Source: an optimization exercise on an open RTL-to-GDS flow (aim: small area). Production flows keep margins and buffers that such runs may drop. In this exercise RTL edits were held to simulation tests only and were not proved equivalent to the original. Power and IR drop assume default switching activity.

==> flow/design.v <==
`timescale 1ns/10ps
package prefetch_pkg;
	localparam int WORD_W = 32;
	localparam int NUM_REGS = 16;
	localparam int REG_IDX_W = 4;
	typedef logic [WORD_W-1:0] word_t;
	typedef logic [REG_IDX_W-1:0] reg_idx_t;
	localparam reg_idx_t SP_REG = 4'd13;
	localparam reg_idx_t FP_REG = 4'd11;
	localparam reg_idx_t SL_REG = 4'd10;
	localparam word_t OFS_ROW_CNT = 32'd4;
	localparam word_t OFS_ROW_PTR = 32'd8;
	localparam word_t OFS_ARG = 32'd16;
	localparam word_t OFS_REMAIN = 32'd20;
	localparam word_t OFS_COLIDX = 32'd4;
	localparam word_t OFS_ROWPTR = 32'd8;
	localparam word_t OFS_LIMIT = 32'd16;
	typedef enum logic [3:0] {
		ST_IDLE = 4'd0,
		ST_SETUP = 4'd1,
		ST_ROW_START = 4'd2,
		ST_INNER = 4'd3,
		ST_ROW_END = 4'd4,
		ST_NEXT_ROW = 4'd5,
		ST_COUNT_DOWN = 4'd6,
		ST_DONE = 4'd7
	} slice_state_e;
	typedef logic [2:0] step_t;
endpackage
`timescale 1ns/10ps
`timescale 1ns/10ps
`timescale 1ns/10ps
`timescale 1ns/10ps
module prefetcher_top (
	input  logic                       clk,
	input  logic                       reset,
	input  logic                       trigger_i,
	input  logic                       wait_cache_i,
	input  logic                       wait_stbuf_i,
	input  logic                       cache_ready_i,
	input  logic                       stbuf_ready_i,
	input  prefetch_pkg::word_t        cache_data_i,
	input  prefetch_pkg::word_t        stbuf_data_i,
	output logic                       cache_req_o,
	output prefetch_pkg::word_t        cache_addr_o,
	output logic                       stbuf_req_o,
	output prefetch_pkg::word_t        stbuf_addr_o,
	output prefetch_pkg::word_t        wr_addr_o,
	output prefetch_pkg::word_t        wr_data_o,
	output prefetch_pkg::slice_state_e state_o
);
	logic [2:0]  state_q;
	logic [2:0]  step_q;
	logic [31:0] caddr_q, cdata_q, sdata_q, wdata_q;
	logic        creq_q, sreq_q;
	logic [1:0]  saddr_q, waddr_q;    
	logic [31:0] ra, rb, rc, rd;
	logic stall;
	assign stall = wait_cache_i | wait_stbuf_i;
	logic st_idle, su0, su1, su2, su3, su4, rs0, rs1, rs2;
	logic in0, in1, in2, in3, in4, in5, re0, re1, re2, nr0, nr1, cd0, cd1, st_done;
	always_comb begin
		st_idle = state_q == 3'd0;
		su0 = state_q == 3'd1 && step_q == 3'd0;
		su1 = state_q == 3'd1 && step_q == 3'd1;
		su2 = state_q == 3'd1 && step_q == 3'd2;
		su3 = state_q == 3'd1 && step_q == 3'd3;
		su4 = state_q == 3'd1 && step_q == 3'd4;
		rs0 = state_q == 3'd2 && step_q == 3'd0;
		rs1 = state_q == 3'd2 && step_q == 3'd1;
		rs2 = state_q == 3'd2 && step_q == 3'd2;
		in0 = state_q == 3'd3 && step_q == 3'd0;
		in1 = state_q == 3'd3 && step_q == 3'd1;
		in2 = state_q == 3'd3 && step_q == 3'd2;
		in3 = state_q == 3'd3 && step_q == 3'd3;
		in4 = state_q == 3'd3 && step_q == 3'd4;
		in5 = state_q == 3'd3 && step_q == 3'd5;
		re0 = state_q == 3'd4 && step_q == 3'd0;
		re1 = state_q == 3'd4 && step_q == 3'd1;
		re2 = state_q == 3'd4 && step_q == 3'd2;
		nr0 = state_q == 3'd5 && step_q == 3'd0;
		nr1 = state_q == 3'd5 && step_q == 3'd1;
		cd0 = state_q == 3'd6 && step_q == 3'd0;
		cd1 = state_q == 3'd6 && step_q == 3'd1;
		st_done = state_q == 3'd7;
	end
	logic [31:0] sum_a;      
	logic [31:0] cmp_a;
	logic        lt;
	assign sum_a = (rs0 ? rd : ra) + {rb[29:0], 2'b00};
	assign cmp_a = nr1 ? rc : rb;
	assign lt = cmp_a < cdata_q;
	logic        cld;
	logic [31:0] cla;
	always_comb begin
		cld = 1'b1;
		cla = '0;
		if (su0 | re0)     cla = 32'd29;
		else if (su1 | su2) cla = cdata_q;
		else if (su3)      cla = 32'd8;
		else if (rs0 | in1) cla = sum_a;
		else if (rs1)      cla = 32'd4;
		else if (in2)      cla = {cdata_q[29:0], 2'b10};
		else if (in3)      cla = 32'd16;
		else if (in4)      cla = rc;
		else if (re1)      cla = cdata_q + 32'd8;
		else if (nr0)      cla = wdata_q + 32'd4;
		else               cld = 1'b0;
	end
	logic       sld;
	logic [1:0] sla;
	always_comb begin
		sld = re0 | nr0 | cd0;
		sla = re0 ? 2'd1 : nr0 ? 2'd2 : 2'd3;
	end
	logic cissue, sissue;
	assign cissue = cld & ~stall;
	assign sissue = sld & ~stall;
	always_ff @(posedge clk) begin
		if (reset) begin
			creq_q <= 1'b0;
			caddr_q <= '0;
			cdata_q <= '0;
		end else if (wait_cache_i) begin
			creq_q <= 1'b0;
			if (cache_ready_i) cdata_q <= cache_data_i;
		end else if (cissue) begin
			creq_q <= 1'b1;
			caddr_q <= cla;
		end
	end
	always_ff @(posedge clk) begin
		if (reset) begin
			sreq_q <= 1'b0;
			saddr_q <= '0;
			sdata_q <= '0;
		end else if (wait_stbuf_i) begin
			sreq_q <= 1'b0;
			if (stbuf_ready_i) sdata_q <= stbuf_data_i;
		end else if (sissue) begin
			sreq_q <= 1'b1;
			saddr_q <= sla;
		end
	end
	always_ff @(posedge clk) begin
		if (reset) begin
			state_q <= 3'd0;
			step_q <= 3'd0;
			waddr_q <= 2'd0;
			wdata_q <= '0;
		end else if (!stall) begin
			step_q <= step_q + 3'd1;
			if (st_idle) begin
				step_q <= 3'd0;
				if (trigger_i) state_q <= 3'd1;
			end
			if (su2) begin
				waddr_q <= 2'd1;
				wdata_q <= '0;
			end
			if (su3) begin
				waddr_q <= 2'd2;
				wdata_q <= ra;
			end
			if (su4 | nr1 | re2 | in5 | cd1) step_q <= 3'd0;
			if (su4) state_q <= 3'd2;
			if (rs2) begin
				state_q <= 3'd3;
				step_q <= 3'd1;
			end
			if (in5 & ~lt) state_q <= 3'd4;
			if (re2) begin
				waddr_q <= 2'd1;
				wdata_q <= rb;
				state_q <= lt ? 3'd5 : 3'd6;
			end
			if (nr1) begin
				waddr_q <= 2'd2;
				wdata_q <= sdata_q;
				state_q <= lt ? 3'd6 : 3'd2;
			end
			if (cd1) begin
				waddr_q <= 2'd3;
				wdata_q <= sdata_q - 32'd1;
				state_q <= (wdata_q != ra) ? 3'd1 : 3'd7;
			end
			if (st_done) step_q <= step_q;
		end
	end
	always_ff @(posedge clk) begin
		if (!stall) begin
			if (su2 | rs2 | re2) ra <= cdata_q;
			if (su3 | rs1 | nr1) rb <= cdata_q;
			if (in4) rb <= rb + 32'd1;
			if (re1) rb <= sdata_q + 32'd1;
			if (rs1) rc <= caddr_q + 32'd4;
			if (in4) rc <= cdata_q;
			if (in5 & lt) rc <= caddr_q;
			if (su4) rd <= cdata_q;
		end
	end
	assign cache_req_o = creq_q;
	assign cache_addr_o = caddr_q;
	assign stbuf_req_o = sreq_q;
	assign stbuf_addr_o = {26'd0, saddr_q == 2'd3, saddr_q == 2'd1 || saddr_q == 2'd2, 1'b0, saddr_q == 2'd2, 1'b0, saddr_q != 2'd0};
	assign wr_addr_o = {26'd0, waddr_q == 2'd3, waddr_q == 2'd1 || waddr_q == 2'd2, 1'b0, waddr_q == 2'd2, 1'b0, waddr_q != 2'd0};
	assign wr_data_o = wdata_q;
	assign state_o = prefetch_pkg::slice_state_e'({1'b0, state_q});
endmodule
==> flow/run.sh <==
#!/bin/bash
# synth_recipe.tcl (not shown) runs the flow's synth.tcl, then flattens the netlist and writes it again
# the make line also repeats each setting of config.mk as NAME=value (left out here)
make -C /OpenROAD-flow-scripts/flow DESIGN_CONFIG=/design/flow/config.mk WORK_HOME=/design/flow/orfs CLKGATE_MAP_FILE= SYNTH_SCRIPT=/design/flow/synth_recipe.tcl finish
==> flow/config.mk <==
export PLATFORM = sky130hd
export DESIGN_NAME = prefetcher_top
export DESIGN_NICKNAME = prefetcher_top
export VERILOG_FILES = /design/flow/design.v
export SDC_FILE = /design/flow/constraint.sdc
export NUM_CORES = 4
export LEC_CHECK = 0
export CAP_MARGIN = 20
export CORE_MARGIN = 2
export CORE_UTILIZATION = 40
export SLEW_MARGIN = 20
==> flow/constraint.sdc <==
create_clock -name core_clock -period 6.0 [get_ports {clk}]
set_input_delay 1.2000 -clock core_clock [delete_from_list [all_inputs] [get_ports {clk}]]
set_output_delay 1.2000 -clock core_clock [all_outputs]
set_load 0.01 [all_outputs]
==> summary.txt, run 1 <==
Status: complete, no violations
Gr ovfl total: 0
DRT iter0 DRCs: 2328
DR DRC count: 0
RePlAce Congestion: 0.952
Max-Cap Viols: 0
DPL Wire Length: 57800 um
Met1 wire length: 30300 um
Worst R2R Path Depth: 15
First-pass GRT wire length: 115000 um
Slew @ Worst Pin: 1.10 ns
Ys async rst share: 0%
CTS root buffer: clkbuf_16
Initial core utilization: 40.6%
CP Class: flop to flop
Crit end category: flop
Sw Share: 26.4%
Commonest register cell after synthesis: dfxtp_1
Final TNS setup: 0 ns
Post-synthesis cell type count: 92
Antenna cells: 0
Pleak: 7.60 nW
Fraction of layout cells with a size suffix above 1: 8.38%
Die W: 224 um
Hold Violations, Final: 0
Yosys warnings: 1
CTS tree: built
Sequential share of the synthesized area: 34.2%
Pre-antenna DRT Iters: 10
Worst Hold Depth: 2
CTS Buf Count: 34
Vias/cell: 6.29
Setup Viol. Count Final: 0
Total Routing Usage GR: 30.1%
Max_slew headroom: 26.4%
Final Max Slew Viols: 0
Crit share post-route: 84.9%
DRT Wirelength: 77300 um
Overall power: 0.00452 W
Floorplan row count: 80
RR Startpoint: step_q[1]
Syn Inst Count: 2323
Buffers on Ports: 147
Placed inst area: 21200 um2
Initial antenna violation count: 2
Cell area after synthesis: 19400 um2
Post-DRT Antenna Nets: 0
Multi-input gate area: 11700 um2
Power share of the combinational group: 10.1%
Slowest CP cell: nor2_4
Register area: 6650 um2
Crit Path Max Fanout: 32
Post-cts resize count: 0
Hold Buf Count CTS: 0
FMAX: 0.196 GHz
EDFF count, synth: 128
Flop-to-flop setup slack: 0.91 ns
Crit path launch type: flop
CP Cell Sequence: inv_1 > ha_1 > nand3b_1 > nor2_4 > buf_4 > mux2_2 > ha_1 > a21o_1 > a221oi_1 > o21ai_0 > a31oi_1 > o2111a_1 > nand2b_1 > a31oi_4 > buf_4
Core box area: 47800 um2
Unrepaired setup endpoints after global routing: no
Cell Int Power: 0.00333 W
Uppermost layer routed: met4
Area delta synth->final: 14.9%
Clock buffer depth: 3
DR WL/cell: 25.6 um
Fillers: 4690
Synth Register Bits: 268
Clock Latency Late Sink: 0.56 ns
P_sw: 0.00120 W
Minimum clock period: 5.09 ns
Nets: 2523
Hold Path Sink: creq_q
Syn Area/Cell: 8.37 um2
Post-route design area: 22300 um2
Worst path arrival time: 5.29 ns
TritonCTS Sinks: 268
Die height: 224 um
DR WL met3: 5630 um
Clock power share: 45.7%
Peak supply drop: 0.139 mV
Worst Hold Slack: 0.492 ns
Total I/O pin count: 205
Clock skew: 0.0192 ns
Critical Path RT: 6.19 ns
Pin count of the biggest net entering global routing: 83
Met2 wire length: 37400 um
Die area: 50400 um2
Vias: 19000
Postcts setup bufs: 0
HP Start: creq_q
Critical Path Max Stage Delay: 0.54 ns
Pwr/cell area: 203 nW/um2
R2r endpoint: rc[31]
H-tree depth: 2
Vias in the first global route: 17900
Clk slew on worst S/H paths: 0.05 ns
Min-delay worst type: flop to flop
Sequential cell fraction of total power: 44.2%
-- cell type report --
| cell class | count | area share, % |
|---|---|---|
| Multi-Input combinational cell | 1809 | 52.4 |
| Sequential cell | 268 | 29.8 |
| Timing Repair Buffer | 195 | 8.30 |
| Tap cell | 615 | 3.45 |
| Inverter | 66 | 1.11 |
| Clock buffer | 44 | 4.26 |
| Clock inverter | 18 | 0.695 |
-- per-stage QoR --
stage | util [%] | instances | worst slack (ns)
3_5_place_dp | 44.3 | 2952 | 1.02
2_1_floorplan | - | 2379 | 0.245
3_3_place_gp | 44.3 | 2952 | 1.19
5_1_grt | 46.7 | 3015 | 0.667
4_1_cts | 46.6 | 3014 | 0.980
6_report | 46.7 | 3015 | 0.906
-- Yosys cell counts, drive strengths merged (14+ instances only) --
| cell | instances | area (um2) |
|---|---|---|
| nand2 | 314 | 1180 |
| a21oi | 175 | 876 |
| nor2 | 155 | 584 |
| dfxtp | 140 | 2800 |
| o21ai | 134 | 674 |
| clkbuf | 129 | 484 |
| edfxtp | 128 | 3840 |
| xnor2 | 114 | 998 |
| buf | 107 | 663 |
| nand3 | 94 | 470 |
| ha | 77 | 963 |
| xor2 | 76 | 666 |
| inv | 66 | 248 |
| mux2 | 64 | 721 |
| nor3 | 45 | 230 |
| a222oi | 42 | 420 |
| and3 | 38 | 243 |
| nand4 | 35 | 234 |
| o211ai | 35 | 263 |
| a311oi | 31 | 272 |
| nor4 | 27 | 215 |
| a221oi | 25 | 225 |
| a22oi | 25 | 188 |
| o22ai | 23 | 144 |
| and4 | 19 | 166 |
| a31oi | 17 | 106 |
| a211oi | 14 | 105 |
-- flip-flops by register name, indices dropped and copies added, names as in the netlist, 3 cells and up --
register  count
sdata_q      32
cdata_q      32
state_q       3
caddr_q      32
step_q        3
wdata_q      32
rb           32
rc           32
rd           32
ra           32
-- worst max path at each step --
stage / from / to / slack, ns / cells after the start
3_5_place_dp: step_q[1] / rc[27] / 1.02 / 15
5_1_grt: state_q[2] / rc[28] / 0.67 / 12
3_3_place_gp: step_q[1] / rc[28] / 1.19 / 15
6_report: step_q[1] / rc[31] / 0.91 / 15
2_1_floorplan: step_q[1] / rc[0] / 0.24 / 16
4_1_cts: step_q[1] / rc[27] / 0.98 / 15
-- worst max-delay path: cells and delay by family (launching register included) --
family | cells | cell delay, ns
buffers and inverters | 3 | 0.82
DFF | 1 | 0.34
adders and majority gates | 2 | 0.62
and+or+nand+nor | 3 | 1.06
AOI/OAI and AO/OA | 6 | 1.50
muxes | 1 | 0.36
-- cell usage in the layout (no fill, tap or decap), types with 37 or more instances in the layout --
| cell | synthesis | layout |
|---|---|---|
| nor3_1 | 44 | 40 |
| conb_1 | 1 | 57 |
| xnor2_1 | 114 | 114 |
| buf_4 | 58 | 47 |
| a21oi_1 | 175 | 174 |
| and3_1 | 37 | 37 |
| nand3_1 | 94 | 92 |
| a222oi_1 | 42 | 42 |
| mux2_2 | 61 | 61 |
| ha_1 | 77 | 77 |
| nor2_1 | 154 | 152 |
| dfxtp_1 | 140 | 140 |
| edfxtp_1 | 128 | 128 |
| xor2_1 | 76 | 76 |
| nand2_1 | 313 | 312 |
| o21ai_0 | 97 | 97 |
| inv_1 | 65 | 65 |
| clkdlybuf4s50_1 | 0 | 146 |
-- cell families after synthesis --
| logic type | share of synthesized area, % |
|---|---|
| other cells | 0.0193 |
| simple gates | 19.6 |
| mux | 4.17 |
| fa+ha+maj | 5.06 |
| flops | 34.2 |
| buf+inv | 7.18 |
| compound gates | 21.2 |
| xor+xnor | 8.56 |
-- power by group through the flow --
stage / Combinational [W] / Sequential, W / Clock [W]
final: 0.000458 / 0.00200 / 0.00207
after CTS: 0.000452 / 0.00200 / 0.00209
after global routing: 0.000498 / 0.00200 / 0.00215
after global placement: 0.000446 / 0.00204 / 0
after floorplan: 0.000334 / 0.00199 / 0
after detailed placement: 0.000449 / 0.00204 / 0
-- metal layers --
layer,up-vias,GRT usage [%]
li1,8566,-
met1,9209,37.4
met2,978,51.9
met3,217,3.89
met4,0,13.9
met5,-,0
==> run 2: changes to the inputs <==
--- a/flow/design.v
+++ b/flow/design.v
@@ -84,27 +84,42 @@
 		cd1 = state_q == 3'd6 && step_q == 3'd1;
 		st_done = state_q == 3'd7;
 	end
-	logic [31:0] sum_a;      
-	logic [31:0] cmp_a;
-	logic        lt;
-	assign sum_a = (rs0 ? rd : ra) + {rb[29:0], 2'b00};
-	assign cmp_a = nr1 ? rc : rb;
-	assign lt = cmp_a < cdata_q;
+	logic [31:0] x, y, sum;
+	logic        cin, cout;
+	logic        cmp;
+	always_comb begin
+		cmp = in5 | re2 | nr1;
+		x = '0;
+		if (rs0 | rs1) x = rd;
+		if (in1)       x = ra;
+		if (in3 | in5 | re2 | nr0) x = rb;
+		if (in4 | nr1) x = rc;
+		if (re1 | cd1) x = sdata_q;
+		y = (rs0 | rs1 | in1) ? {rb[29:0], 2'b00} : '0;
+		if (cmp)       y = ~cdata_q;
+		if (rs1)       y[1:0] = 2'b11;
+		if (nr0)       y[2] = 1'b1;
+		if (cd1)       y = '1;
+		cin = rs1 | in3 | re1 | cmp;
+	end
+	logic [33:0] sum33;
+	assign sum33 = {1'b0, x, 1'b1} + {1'b0, y, cin};
+	assign sum = sum33[32:1];
+	assign cout = sum33[33];
+	logic [31:0] cinc;
+	assign cinc = {cdata_q[31:3] + {28'd0, re1}, cdata_q[2:0]};
 	logic        cld;
 	logic [31:0] cla;
 	always_comb begin
 		cld = 1'b1;
 		cla = '0;
 		if (su0 | re0)     cla = 32'd29;
-		else if (su1 | su2) cla = cdata_q;
 		else if (su3)      cla = 32'd8;
-		else if (rs0 | in1) cla = sum_a;
 		else if (rs1)      cla = 32'd4;
+		else if (in3)      cla = 32'd16;
 		else if (in2)      cla = {cdata_q[29:0], 2'b10};
-		else if (in3)      cla = 32'd16;
-		else if (in4)      cla = rc;
-		else if (re1)      cla = cdata_q + 32'd8;
-		else if (nr0)      cla = wdata_q + 32'd4;
+		else if (su1 | su2 | re1) cla = cinc;
+		else if (rs0 | in1 | in4 | nr0) cla = sum;
 		else               cld = 1'b0;
 	end
 	logic       sld;
@@ -168,20 +183,20 @@
 				state_q <= 3'd3;
 				step_q <= 3'd1;
 			end
-			if (in5 & ~lt) state_q <= 3'd4;
+			if (in5 & cout) state_q <= 3'd4;
 			if (re2) begin
 				waddr_q <= 2'd1;
 				wdata_q <= rb;
-				state_q <= lt ? 3'd5 : 3'd6;
+				state_q <= cout ? 3'd6 : 3'd5;
 			end
 			if (nr1) begin
 				waddr_q <= 2'd2;
 				wdata_q <= sdata_q;
-				state_q <= lt ? 3'd6 : 3'd2;
+				state_q <= cout ? 3'd2 : 3'd6;
 			end
 			if (cd1) begin
 				waddr_q <= 2'd3;
-				wdata_q <= sdata_q - 32'd1;
+				wdata_q <= sum;
 				state_q <= (wdata_q != ra) ? 3'd1 : 3'd7;
 			end
 			if (st_done) step_q <= step_q;
@@ -191,11 +206,11 @@
 		if (!stall) begin
 			if (su2 | rs2 | re2) ra <= cdata_q;
 			if (su3 | rs1 | nr1) rb <= cdata_q;
-			if (in4) rb <= rb + 32'd1;
-			if (re1) rb <= sdata_q + 32'd1;
-			if (rs1) rc <= caddr_q + 32'd4;
+			if (in3) rb <= sum;
+			if (re1) rb <= sum;
+			if (rs1) rc <= sum;
 			if (in4) rc <= cdata_q;
-			if (in5 & lt) rc <= caddr_q;
+			if (in5 & ~cout) rc <= caddr_q;
 			if (su4) rd <= cdata_q;
 		end
 	end
==> run 2 against run 1 <==
- sequential power is essentially flat
- sequential share of layout area grew 5.3 points
- first-iteration DRC count shrank 14%
- clock-buffer cell count shrank 5
- largest cell class unchanged
- sequential cell count is the same
==> summary.txt, run 2 <==
Status: complete, no violations (unchanged)
Nets: 2110 (was 2523)
Post-synthesis cell type count: 76 (was 92)
DR DRC count: 0 (unchanged)
Minimum clock period: 5.66 ns (was 5.09 ns)
Vias in the first global route: 14300 (was 17900)
Crit path launch type: flop (unchanged)
First-pass GRT wire length: 89300 um (was 115000 um)
DR WL met3: 6740 um (was 5630 um)
Critical Path RT: 6.27 ns (was 6.19 ns)
Synth area leaders: edfxtp_1 24%, dfxtp_1 17%, nand2_1 8.5%, a21oi_1 5.9%, o21ai_0 4.3% (was edfxtp_1 20%, dfxtp_1 14%, nand2_1 6.0%, xnor2_1 5.1%, ha_1 5.0%)
Fraction of layout cells with a size suffix above 1: 6.49% (was 8.38%)
Postcts setup bufs: 0 (unchanged)
Clock skew: 0.0185 ns (was 0.0192 ns)
Max-Cap Viols: 0 (unchanged)
TritonCTS Sinks: 268 (unchanged)
Die height: 204 um (was 224 um)
Pin count of the biggest net entering global routing: 65 (was 83)
Die W: 204 um (was 224 um)
Worst Hold Slack: 0.488 ns (was 0.492 ns)
Crit end category: flop (unchanged)
Met1 wire length: 24700 um (was 30300 um)
DR WL/cell: 23.9 um (was 25.6 um)
Antenna cells: 0 (unchanged)
Buffers on Ports: 147 (unchanged)
DPL Wire Length: 41100 um (was 57800 um)
Min-delay worst type: flop to flop (unchanged)
Commonest cells after routing, fill and taps aside: 361 x nand2_1, 189 x a21oi_1, 157 x nor2_1 (was 312 x nand2_1, 174 x a21oi_1, 152 x nor2_1)
RePlAce Congestion: 0.978 (was 0.952)
Slew @ Worst Pin: 1.10 ns (about the same)
Met2 wire length: 26700 um (was 37400 um)
Clock buffer depth: 3 (unchanged)
Yosys warnings: 1 (unchanged)
Sequential share of the synthesized area: 41.4% (was 34.2%)
Ys async rst share: 0% (unchanged)
Hold Violations, Final: 0 (unchanged)
Die area: 41800 um2 (was 50400 um2)
H-tree depth: 1 (was 2)
EDFF count, synth: 128 (unchanged)
Top cell type by total area after synthesis: edfxtp_1 (unchanged)
Initial antenna violation count: 2 (unchanged)
DRT iter0 DRCs: 2008 (was 2328)
CTS Buf Count: 31 (was 34)
Vias/cell: 6.03 (was 6.29)
Pwr/cell area: 224 nW/um2 (was 203 nW/um2)
Post-synth top cells: 363 x nand2_1, 190 x a21oi_1, 166 x nor2_1, 140 x dfxtp_1, 137 x o21ai_0 (was 313 x nand2_1, 175 x a21oi_1, 154 x nor2_1, 140 x dfxtp_1, 129 x clkbuf_1)
Pre-antenna DRT Iters: 8 (was 10)
Core box area: 39700 um2 (was 47800 um2)
Peak supply drop: 0.253 mV (was 0.139 mV)
DRT Wirelength: 60900 um (was 77300 um)
CTS root buffer: clkbuf_16 (unchanged)
Commonest non-fill, non-tap cell in the layout: nand2_1 (unchanged)
Cell area after synthesis: 16100 um2 (was 19400 um2)
Non-filler cells in the finished layout: 2543 (was 3015)
Crit share post-route: 94.4% (was 84.9%)
FMAX: 0.177 GHz (was 0.196 GHz)
Commonest register cell after synthesis: dfxtp_1 (unchanged)
Syn Inst Count: 1925 (was 2323)
Top-area cell type share of the netlist area: 23.9% (was 19.8%)
CTS tree: built (unchanged)
Clk slew on worst S/H paths: 0.06 ns (was 0.05 ns)
Uppermost layer routed: met5 (was met4)
Placed insts: 2484 (was 2952)
Initial core utilization: 40.5% (was 40.6%)
CP Class: flop to flop (unchanged)
Final Max Slew Viols: 0 (unchanged)
Pleak: 6.87 nW (was 7.60 nW)
Worst path arrival time: 5.94 ns (was 5.29 ns)
Total Routing Usage GR: 28.3% (was 30.1%)
Total I/O pin count: 205 (unchanged)
Synth Register Bits: 268 (unchanged)
Most frequent cell after synthesis: nand2_1 (unchanged)
Area delta synth->final: 17.8% (was 14.9%)
Clock Latency Late Sink: 0.59 ns (was 0.56 ns)
Max_slew headroom: 26.8% (was 26.4%)
Hold Buf Count CTS: 0 (unchanged)
Gr ovfl total: 0 (unchanged)
Final TNS setup: 0 ns (unchanged)
Floorplan row count: 73 (was 80)
Post-cts resize count: 0 (unchanged)
Vias: 15300 (was 19000)
Syn Area/Cell: 8.35 um2 (was 8.37 um2)
Crit Path Max Fanout: 24 (was 32)
Unrepaired setup endpoints after global routing: no (unchanged)
Post-DRT Antenna Nets: 0 (unchanged)
Setup Viol. Count Final: 0 (unchanged)
run 2: cell types whose count changed after synthesis, moves of 19 or more:
cell / previous run / this run
mux2_2: 61 / 2
o22ai_1: 23 / 4
inv_1: 65 / 19
xnor2_1: 114 / 46
and3_1: 37 / 14
nor3_1: 44 / 9
buf_2: 35 / 4
nand3_1: 94 / 28
nand2_1: 313 / 363
xor2_1: 76 / 44
o21ai_1: 36 / 14
o21ai_0: 97 / 137
ha_1: 77 / 45
a211oi_1: 14 / 42
run 2: cells by family (layout without fill, tap and decap cells):
family	after synthesis	after routing	share of synthesized area, %
XOR/XNOR	91	91	5.01
AO/OA/AOI/OAI	620	620	24.9
flip-flops	268	268	41.4
AND/OR/NAND/NOR	658	658	17.3
other	1	57	0.0233
multiplexers	9	9	0.607
buffers and inverters	232	269	7.11
adder cells (fa/ha/maj)	46	46	3.63
run 2: report_power, final:
part	internal (W)	switching, W
registers	0.00193	0.0000521
logic	0.000107	0.000165
clock network	0.00117	0.000819
run 2: layout make-up:
type / instances / area (um2)
Multi-Input combinational cell: 1481 / 8610
Inverter: 19 / 71.3
Clock buffer: 39 / 847
Fill cell: 3863 / 20800
Timing Repair Buffer: 192 / 1890
Tap cell: 525 / 657
Clock inverter: 19 / 211
Sequential cell: 268 / 6650
run 2: path summary, 6_finish.rpt:
path	slack [ns]	startpoint	cells past startpoint	to
min reg2reg	0.49	sdata_q[5]	2	sdata_q[5]
max	0.34	state_q[1]	19	rc[15]
min	0.49	sdata_q[5]	2	sdata_q[5]
max reg2reg	0.34	state_q[1]	19	rc[15]
run 2: through the flow:
step | setup WS [ns] | area [um2] | util, % | power [W]
floorplan | 0.180 | 16300 | - | 0.00219
global placement | 0.487 | 17800 | 44.9 | 0.00229
detailed placement | 0.458 | 17900 | 44.9 | 0.00229
CTS | 0.427 | 18900 | 47.6 | 0.00426
global route | 0.000144 | 18900 | 47.7 | 0.00436
finish | 0.335 | 18900 | 47.7 | 0.00425
run 2: per-layer routing:
layer  GRT usage (%)  up-vias
met3            6.01      161
met2            44.3      930
li1                -     6985
met4            11.6        4
met1            38.1     7263
met5               0        -
run 2: critical path: stages (launching register included):
cell and delay [ns]:
dfxtp_1 0.78, nand2_1 0.26, nor3_1 0.40, o21a_1 0.19
buf_4 0.31, buf_4 0.35, a22oi_1 0.12, a211oi_1 0.29
a21oi_1 0.06, o21ai_0 0.25, ha_1 0.40, and3_1 0.26
a221oi_1 0.30, o21a_1 0.21, o21ai_0 0.11, nand2b_1 0.15
nand3_4 0.11, or2_2 0.36, a21oi_4 0.18, buf_12 0.24

[afterwards: timing with drivers on the ports]
In the flow no input, the clock included, has a driving cell. The finished layouts below were timed again as built, in two steps.
Step 1, drivers: a clkbuf_16 drives clk and a buf_2 each remaining input, both assumed.
Step 2 moves the port delays by t, midway between the first and last clock arrival at a register: inputs arrive t later, outputs are due t later. That takes back most of the time a late clock gives input paths.
Three values: ideal, step 1, step 2; two values: the first two.
| run | t (ns) | setup slack, ns | clock arrival spread, ns |
|---|---|---|---|
| run 1 | 0.605 | 0.906 / 0.906 / 0.906 | 0.019 / 0.020 |
| run 2 | 0.633 | 0.335 / 0.335 / 0.335 | 0.019 / 0.018 |
After both steps every run listed still meets setup and hold.
